This is an optimization exercise on Yosys and OpenROAD, whose aim is small area, a short achievable clock period and few clock cycles, not a production implementation. Only simulation tests tie the RTL to the original design; equivalence was not proved. Power figures rest on the tool's default switching activity, not on a simulated workload.

P:
## window_mac5_acc
module window_mac5_acc #(
  parameter int WORD_WIDTH = window_mac5_acc_pkg::DEF_WORD_WIDTH,
  parameter int FRAC_BITS  = window_mac5_acc_pkg::DEF_FRAC_BITS,
  parameter int CNT_WIDTH  = 8
) (
  input  logic                  clk,
  input  logic                  rst,
  input  logic                  w_load,
  input  logic [2:0]            w_idx,
  input  logic [WORD_WIDTH-1:0] w_data,
  input  logic                  start,
  input  logic [CNT_WIDTH-1:0]  acc_len,
  input  logic                  in_valid,
  input  logic [WORD_WIDTH-1:0] data_in_0,
  input  logic [WORD_WIDTH-1:0] data_in_1,
  input  logic [WORD_WIDTH-1:0] data_in_2,
  input  logic [WORD_WIDTH-1:0] data_in_3,
  input  logic [WORD_WIDTH-1:0] data_in_4,
  output logic                  busy,
  output logic                  out_valid,
  output logic [WORD_WIDTH-1:0] out_data
);
Settings: LEC_CHECK=0, CAP_MARGIN=20, CORE_MARGIN=2, CORE_UTILIZATION=40, CTS_CLUSTER_DIAMETER=100, CTS_CLUSTER_SIZE=22, SETUP_SLACK_MARGIN=5.0, SLEW_MARGIN=20; clock period 7.5 ns.
standard.sh (not shown) runs the stock make flow with config.mk's settings and CLKGATE_MAP_FILE= SYNTH_SCRIPT=/design/flow/synth_recipe.tcl, a recipe that flattens the netlist after the stock synthesis.
==> flow/flow/run.sh <==
#!/bin/bash
set -euo pipefail
export BUFFER_PORTS_ARGS="-buffer_cell sky130_fd_sc_hd__buf_2"
bash standard.sh finish > standard.log 2>&1
Testbench counts of P, summed over its fixed seeds: cycles 17,141.
The inputs of Q differ from those of P as listed below.
- changing SLEW_MARGIN from 20 to 5
- changing CAP_MARGIN from 20 to 5
- changing SETUP_SLACK_MARGIN from 5.0 to 4.8
Findings:
- Delta (Q minus P): final design instance area without fill fell by 0.0025 mm2; utilization moved down.
- Looking at setup slack, Q sits above P.
- Q vs. P: share of flip-flops with an asynchronous set or reset saw little to no change; share of cells above drive strength 1 saw a decrease.
What R does differently from Q at the input level:
- CAP_MARGIN changed from 5 to 20
- SLEW_MARGIN changed from 5 to 20
- CTS_CLUSTER_DIAMETER removed (was 100)
- SETUP_SLACK_MARGIN changed from 4.8 to 4.4
- CTS_CLUSTER_SIZE removed (was 22)
Notes after the runs:
- Cmp Q and R / worst slew margin relative to its limit / higher: R
- R ends up with higher global-route usage than Q does.
- Filler cell count delta for R relative to Q: about 0.9% lower
- Relative area change from synthesis to final layout was higher in R than in Q.
- Diff Q..R | floorplan die area | unchanged
- Clock skew: Q vs R — no meaningful difference
- NOTE cell area after layout Q->R increased slightly
- Maximum frequency on R is behind Q.
- R against Q; count of clock-net buffers in the final layout is up by more than 100%.

---

window_mac5_acc again, from the RTL that the note above started with.
==> flow/design.v (excerpt) <==
module window_mac5_acc #(
  parameter int WORD_WIDTH = window_mac5_acc_pkg::DEF_WORD_WIDTH,
  parameter int FRAC_BITS  = window_mac5_acc_pkg::DEF_FRAC_BITS,
  parameter int CNT_WIDTH  = 8
) (
  input  logic                  clk,
  input  logic                  rst,
  input  logic                  w_load,
  input  logic [2:0]            w_idx,
  input  logic [WORD_WIDTH-1:0] w_data,
  input  logic                  start,
  input  logic [CNT_WIDTH-1:0]  acc_len,
  input  logic                  in_valid,
  input  logic [WORD_WIDTH-1:0] data_in_0,
  input  logic [WORD_WIDTH-1:0] data_in_1,
  input  logic [WORD_WIDTH-1:0] data_in_2,
  input  logic [WORD_WIDTH-1:0] data_in_3,
  input  logic [WORD_WIDTH-1:0] data_in_4,
  output logic                  busy,
  output logic                  out_valid,
  output logic [WORD_WIDTH-1:0] out_data
);
export LEC_CHECK = 0
export ABC_AREA = 1
export CAP_MARGIN = 20
export CORE_MARGIN = 2
export CORE_UTILIZATION = 40
export CTS_CLUSTER_DIAMETER = 100
export CTS_CLUSTER_SIZE = 22
export SETUP_SLACK_MARGIN = 4.4
export SLEW_MARGIN = 20
create_clock -name core_clock -period 7.5 [get_ports {clk}]
Scripts as last shown in full above: flow/flow/run.sh
The starting point finished clean.
Testbench counts at the start, summed over its fixed seeds: cycles 17,141.
Next try:
Settings changed: ABC_AREA 1 to unset, SETUP_SLACK_MARGIN 4.4 to 4.6.
The new run completed with no timing, DRC or antenna violations. Core utilization increases by 1.1 points. Wire length decreases by 8.0%. Worst setup slack improved by 0.046 ns. Clock skew increases by 0.019 ns. Synthesized cell count decreases by 21%. Via count decreases by 12%. Worst hold slack improved by 0.038 ns. Flip-flop and latch count is unchanged. Clock power increases by about 9%. Cell count decreases by 16%. Design area decreases by 2.4%.

---

== the reference run ==
window_mac5_acc, a different RTL version from the one above (not shown whole).
For scale: roughly 2500 cells after synthesis, ~410 flip-flops.
Design window_mac5_acc, start of the top module:
module window_mac5_acc #(
  parameter int WORD_WIDTH = window_mac5_acc_pkg::DEF_WORD_WIDTH,
  parameter int FRAC_BITS  = window_mac5_acc_pkg::DEF_FRAC_BITS,
  parameter int CNT_WIDTH  = 8
) (
  input  logic                  clk,
  input  logic                  rst,
  input  logic                  w_load,
  input  logic [2:0]            w_idx,
  input  logic [WORD_WIDTH-1:0] w_data,
  input  logic                  start,
  input  logic [CNT_WIDTH-1:0]  acc_len,
  input  logic                  in_valid,
  input  logic [WORD_WIDTH-1:0] data_in_0,
  input  logic [WORD_WIDTH-1:0] data_in_1,
  input  logic [WORD_WIDTH-1:0] data_in_2,
  input  logic [WORD_WIDTH-1:0] data_in_3,
  input  logic [WORD_WIDTH-1:0] data_in_4,
  output logic                  busy,
  output logic                  out_valid,
  output logic [WORD_WIDTH-1:0] out_data
);
  localparam int XW = WORD_WIDTH + 3;             
  ...
clock: 7.5 ns
lec_check: 0
cap_margin: 20
core_margin: 2
core_utilization: 40
cts_buf_list: sky130_fd_sc_hd__clkbuf_4 sky130_fd_sc_hd__clkbuf_8
setup_slack_margin: 4.2
slew_margin: 20
Scripts as last shown in full above: flow/flow/run.sh
The reference run | stages: all done | timing, DRC, antenna: all pass
Testbench counts of the reference run, summed over its fixed seeds: cycles 17,141.
Input-level comparison between the trial run and the reference run:
Settings: clearing CTS_BUF_LIST, which used to be sky130_fd_sc_hd__clkbuf_4 sky130_fd_sc_hd__clkbuf_8.
[summary]
- The trial run packs its core more tightly than the reference run.
- The wire length of the first global-routing pass of the trial run was superior to that of the reference run.
- Between the trial run and the reference run, the difference in maximum frequency is negligible.
- Compared with the reference run, the trial run shows all-layer global routing usage lower by 0.27 points.
- Comparing the trial run and the reference run, total of cells resized after clock tree synthesis is lower on the reference run.
- Final standard cell area without fillers went up slightly going from the reference run to the trial run.
- Summary — power share of the combinational group, the trial run relative to the reference run: lower, by 1.0 points.

---

window_mac5_acc with an RTL version that a note above also has.
For scale: about 420 flip-flops, ~130 I/O pins.
export LEC_CHECK = 0
export CAP_MARGIN = 20
export CORE_MARGIN = 2
export CORE_UTILIZATION = 40
export CTS_CLUSTER_DIAMETER = 100
export CTS_CLUSTER_SIZE = 22
export SETUP_SLACK_MARGIN = 4.7
export SLEW_MARGIN = 20
create_clock -name core_clock -period 7.5 [get_ports {clk}]
Scripts as last shown in full above: flow/flow/run.sh
The starting point finished clean.
Testbench counts at the start, summed over its fixed seeds: cycles 17,141.
==> next run, changes <==
- CTS_CLUSTER_DIAMETER: 100 -> 110
- CTS_CLUSTER_SIZE: 22 -> 26
- SETUP_SLACK_MARGIN: 4.7 -> 4.8
The new run completed with no timing, DRC or antenna violations.
Via count grows by 0.39%.
Non-clock buffer count climbs by 22.
Global-route usage stays flat.
Setup slack is worse by 0.011 ns.
Area after synthesis does not change.
Power drops by 0.77%.

[port drivers added, routing unchanged]
How much do the figures lean on ideal ports? The routed layouts below were timed once more, with nothing changed but the port constraints.
Step 1 (the two cells are an assumption about what drives the block):
set clk [get_ports {clk}]
set_driving_cell -lib_cell sky130_fd_sc_hd__clkbuf_16 $clk
set_driving_cell -lib_cell sky130_fd_sc_hd__buf_2 [delete_from_list [all_inputs] $clk]
Step 2 adds t to the input delays and takes it off the output delays; t is the mean of the earliest and latest rising clock arrival at the registers after step 1. Input paths then give back, and output paths get back, about the clock's delay inside the block.
Slacks: ideal ports / drivers / drivers and shift; pairs: ideal ports / drivers.
| run | shift t [ns] | setup WS [ns] | cell pins on the clock port's net |
|---|---|---|---|
| P | 0.625 | 4.576 / 4.576 / 4.254 | 1 |
| Q | 0.624 | 4.628 / 4.628 / 4.207 | 1 |
| R | 0.637 | 4.506 / 4.506 / 3.964 | 1 |
| the first run of note 2 | 0.623 | 4.483 / 4.483 / 4.000 | 1 |
| the second run of note 2 | 0.641 | 4.529 / 4.529 / 4.071 | 1 |
| the reference run | 0.714 | 4.309 / 4.309 / 3.688 | 1 |
| the trial run | 0.629 | 4.299 / 4.299 / 3.803 | 1 |
| the first run of note 4 | 0.621 | 4.566 / 4.566 / 4.180 | 1 |
| the second run of note 4 | 0.615 | 4.556 / 4.556 / 4.132 | 1 |
After both steps every run listed still meets setup and hold. The setup slack of the reference run, which loses most, moves by 0.000 ns with the drivers and by -0.621 ns with both steps.
